From an optimization exercise on the open Yosys and OpenROAD flow, aimed at small area; shortcuts taken in it are not production practice.
Where RTL was checked, it was by simulation tests only, not by an equivalence proof against the original.
No activity file was given, so power comes from the tool's default toggle rates.

==> inputs of willow <==
// pio_sm
module pio_sm #(
    parameter int FIFO_DEPTH = 4
) (
    input  logic        clk,
    input  logic        rst,
    input  logic        imem_we,
    input  logic [4:0]  imem_addr,
    input  logic [15:0] imem_wdata,
    input  logic        run,
    input  logic [5:0]  cfg,
    input  logic        tx_push,
    input  logic [31:0] tx_wdata,
    output logic        tx_full,
    input  logic        rx_pop,
    output logic [31:0] rx_rdata,
    output logic        rx_empty,
    output logic [4:0]  pc
);
    logic [2:0] w_op;
    logic [2:0] w_f;
    logic [4:0] w_d;
    logic [2:0] w_s;
    logic [8:0] w_enc;
    assign w_op = imem_wdata[15:13];
    assign w_f  = imem_wdata[7:5];
    assign w_d  = imem_wdata[4:0];
    assign w_s  = imem_wdata[2:0];
    always_comb begin
        w_enc = {1'b0, 3'd6, 5'd0};   
        case (w_op)
            3'd0: w_enc = {1'b0, w_f, w_d};
            3'd3: begin
                if (w_f == 3'd1)      w_enc = {1'b1, 3'b010, w_d};
                else if (w_f == 3'd2) w_enc = {1'b1, 3'b011, w_d};
                else                  w_enc = {1'b1, 3'b100, w_d};
            end
            3'd4: w_enc = {1'b1, 3'b110, 2'b00, w_f};
            3'd5: begin
                case (w_f)
                    3'd1: w_enc = {1'b1, 3'b101, 2'b00, w_s};
                    3'd2: w_enc = {1'b1, 3'b101, 2'b01, w_s};
                    3'd6: w_enc = {1'b1, 3'b101, 2'b10, w_s};
                    3'd7: w_enc = {1'b1, 3'b101, 2'b11, w_s};
                    default: ;
                endcase
            end
            3'd7: begin
                if (w_f == 3'd1)      w_enc = {1'b1, 3'b000, w_d};
                else if (w_f == 3'd2) w_enc = {1'b1, 3'b001, w_d};
            end
            default: ;
        endcase
    end
    logic [8:0] imem [0:31];
    logic [8:0] e;
    always_ff @(posedge clk) begin
        if (imem_we) begin
            imem[imem_addr] <= w_enc;
        end
    end
    assign e = imem[pc];
    logic [31:0] x, y, isr, osr;
    logic [5:0]  shift_cnt;
    logic        tx_pop, tx_empty;
    logic [31:0] tx_head;
    logic        rx_push, rx_full;
    sync_fifo tx_fifo (
        .clk(clk), .rst(rst), .push(tx_push), .wdata(tx_wdata),
  ...
==> flow/config.mk <==
export PLATFORM = sky130hd
export DESIGN_NAME = pio_sm
export DESIGN_NICKNAME = pio_sm
export VERILOG_FILES = /design/flow/design.v
export SDC_FILE = /design/flow/constraint.sdc
export NUM_CORES = 4
export LEC_CHECK = 0
export CAP_MARGIN = 20
export CORE_MARGIN = 2
export CORE_UTILIZATION = 60
export CTS_BUF_LIST = sky130_fd_sc_hd__clkbuf_16
export CTS_CLUSTER_DIAMETER = 60
export CTS_CLUSTER_SIZE = 20
export SLEW_MARGIN = 20
==> flow/constraint.sdc <==
create_clock -name core_clock -period 10.0 [get_ports {clk}]
set_input_delay 2.0000 -clock core_clock [delete_from_list [all_inputs] [get_ports {clk}]]
set_output_delay 2.0000 -clock core_clock [all_outputs]
set_load 0.01 [all_outputs]
run.sh (not shown) runs the stock make flow with config.mk's settings and CLKGATE_MAP_FILE= SYNTH_SCRIPT=/design/flow/synth_recipe.tcl, a recipe that flattens the netlist after the stock synthesis.
==> tundra (differences from willow) <==
--- a/flow/design.v
+++ b/flow/design.v
@@ -100,16 +100,36 @@
     end
     assign e = imem[pc];
     logic [31:0] x, y, isr, osr;
     logic [5:0]  shift_cnt;
     logic        tx_pop, tx_empty;
-    logic [31:0] tx_head;
     logic        rx_push, rx_full;
-    sync_fifo tx_fifo (
-        .clk(clk), .rst(rst), .push(tx_push), .wdata(tx_wdata),
-        .pop(tx_pop), .rdata(tx_head), .full(tx_full), .empty(tx_empty)
-    );
+    logic [31:0] tx_mem [0:3];
+    logic [2:0]  tx_wp, tx_rp;
+    logic [3:0]  tx_rsel;
+    logic        tx_do_push, tx_do_pop;
+    assign tx_empty   = (tx_wp == tx_rp);
+    assign tx_full    = (tx_wp[1:0] == tx_rp[1:0]) && (tx_wp[2] != tx_rp[2]);
+    assign tx_do_push = tx_push && !tx_full;
+    assign tx_do_pop  = tx_pop && !tx_empty;
+    for (genvar k = 0; k < 4; k++) begin : g_txsel
+        assign tx_rsel[k] = (tx_rp[1:0] == 2'(k));
+    end
+    always_ff @(posedge clk) begin
+        if (tx_do_push) begin
+            tx_mem[tx_wp[1:0]] <= tx_wdata;
+        end
+    end
+    always_ff @(posedge clk or posedge rst) begin
+        if (rst) begin
+            tx_wp <= '0;
+            tx_rp <= '0;
+        end else begin
+            if (tx_do_push) tx_wp <= tx_wp + 3'd1;
+            if (tx_do_pop)  tx_rp <= tx_rp + 3'd1;
+        end
+    end
     sync_fifo rx_fifo (
         .clk(clk), .rst(rst), .push(rx_push), .wdata(isr),
         .pop(rx_pop), .rdata(rx_rdata), .full(rx_full), .empty(rx_empty)
     );
     logic [2:0] sub, cond;
@@ -156,11 +176,14 @@
     assign sel_d   = is_set;
     assign v = ({32{sel_x}}   & x)
              | ({32{sel_y}}   & y)
              | ({32{sel_isr}} & isr)
              | ({32{sel_osr}} & osr)
-             | ({32{sel_tx}}  & tx_head)
+             | ({32{sel_tx && tx_rsel[0]}} & tx_mem[0])
+             | ({32{sel_tx && tx_rsel[1]}} & tx_mem[1])
+             | ({32{sel_tx && tx_rsel[2]}} & tx_mem[2])
+             | ({32{sel_tx && tx_rsel[3]}} & tx_mem[3])
              | ({27'd0, {5{sel_d}} & d});
     logic v_zero, cond_true;
     assign v_zero = (v == 32'd0);
     always_comb begin
         case (cond)
@@ -197,12 +220,12 @@
     assign r3  = amt[3] ? {r2[23:0], r2[31:24]} : r2;
     assign rot = amt[4] ? {r3[15:0], r3[31:16]} : r3;
     logic [31:0] t;
     logic        full;
     assign full = (d == 5'd0);
+    assign t    = ~(32'hFFFF_FFFF << amt);
     for (genvar i = 0; i < 32; i++) begin : g_mask
-        assign t[i]         = (5'(i) < amt);
         assign shifted[i]   = rot[i] & (dir_r ? t[i] : !(t[i] || full));
         assign shift_out[i] = dir_r ? (osr[i] & !t[31 - i]) : (rot[i] & (t[i] || full));
     end
     logic [6:0] cnt_sum;
     assign cnt_sum = {1'b0, shift_cnt} + {1'b0, (d == 5'd0), d};
@@ -215,11 +238,18 @@
                           || (e[8] && sub[2] == 1'b0 && sub[0] == 1'b1)    
                           || (is_mov && mov_dst == 2'b01));
     assign wr_isr = exec && ((is_mov && mov_dst == 2'b10) || is_push);
     assign ld_osr = pull_exec || (exec && is_mov && mov_dst == 2'b11);
     assign sh_osr = exec && is_out;
-    assign wdat = is_out ? shift_out : (is_jmp ? v - 32'd1 : v);
+    logic [31:0] vdec;
+    logic [31:0] lowz;
+    assign lowz[0] = is_jmp;
+    for (genvar i = 1; i < 32; i++) begin : g_dec
+        assign lowz[i] = lowz[i-1] & !v[i-1];
+    end
+    assign vdec = v ^ lowz;
+    assign wdat = is_out ? shift_out : vdec;
     always_ff @(posedge clk or posedge rst) begin
         if (rst) begin
             x         <= '0;
             y         <= '0;
             isr       <= '0;
--- a/flow/config.mk
+++ b/flow/config.mk
@@ -7,8 +7,8 @@
 export LEC_CHECK = 0
 export CAP_MARGIN = 20
 export CORE_MARGIN = 2
 export CORE_UTILIZATION = 60
 export CTS_BUF_LIST = sky130_fd_sc_hd__clkbuf_16
-export CTS_CLUSTER_DIAMETER = 60
-export CTS_CLUSTER_SIZE = 20
+export CTS_CLUSTER_DIAMETER = 120
+export CTS_CLUSTER_SIZE = 25
 export SLEW_MARGIN = 20
==> qor summary <==
	willow	tundra
Status	finished clean	finished clean
Syn-to-layout area delta	9.80%	9.54%
Core area	53900 µm²	53700 µm²
Post-DP HPWL	61600 µm	60900 µm
Cell count after synthesis	2231	2234
Post-detailed-route wirelength per cell	29.8 µm	28.8 µm
Number of nets in the synthesized netlist	2327	2362
Post-synthesis instance area	32800 µm²	32600 µm²
H-Tree Depth	2	1
Total track usage	32.3%	31.2%
Ratio of final minimum period to clock period	78.4%	96.7%
Number of buffer and inverter instances along the worst setup path	3	2
Proportion of cell area occupied by multi-input gates	33.0%	32.9%
Reg power frac	33.0%	33.6%
Antenna violations before repair	0	1
Slew at the pin with the worst max-slew slack	1.14 ns	1.22 ns
Logic gate share of total power	50.5%	54.4%
Hold slack	0.500 ns	0.491 ns
Power density relative to cell area	338 nW/µm²	339 nW/µm²
Worst setup path startpoint	pc[0]$_DFFE_PP0P_	pc[1]$_DFFE_PP0P_
Final-layout fill cell count	3712	3798
Beginning of the worst hold path	tx_fifo.rd_ptr[2]$_DFFE_PP0P_	rx_fifo.wr_ptr[2]$_DFFE_PP0P_
Skew final	0.0408 ns	0.0340 ns
Simple-gate share of the synthesized area	7.07%	5.88%
Placed insts	2938	2986
Clock distribution area overhead in the final layout	4.35%	2.48%
The RTL of willow was laid out without a check of its function.

## static timing again, ports no longer ideal
No port has a modelled driver above. Below, the same layouts with a new extraction and two added sets of constraints.
Step 1: set_driving_cell puts a clkbuf_16 on clk and a buf_2 on each other input, an assumption about the parent block.
Step 2 adds t to the input delays and takes it off the output delays; t is the mean of the earliest and latest rising clock arrival at the registers after step 1. Input paths then give back, and output paths get back, about the clock's delay inside the block.
Three values: no drivers, after step 1, after step 2; two values: the first two.
| run | t, ns | setup slack, ns | hold slack, ns | worst setup path after step 2 | worst register clock-pin slew, ns |
|---|---|---|---|---|---|
| willow | 0.675 | 2.156 / 2.156 / 2.156 | 0.500 / 0.500 / 0.500 | register to register | 0.09 / 0.09 |
| tundra | 0.700 | 0.330 / 0.330 / 0.330 | 0.491 / 0.491 / 0.491 | register to register | 0.12 / 0.12 |
After both steps setup and hold are still met in every run listed.
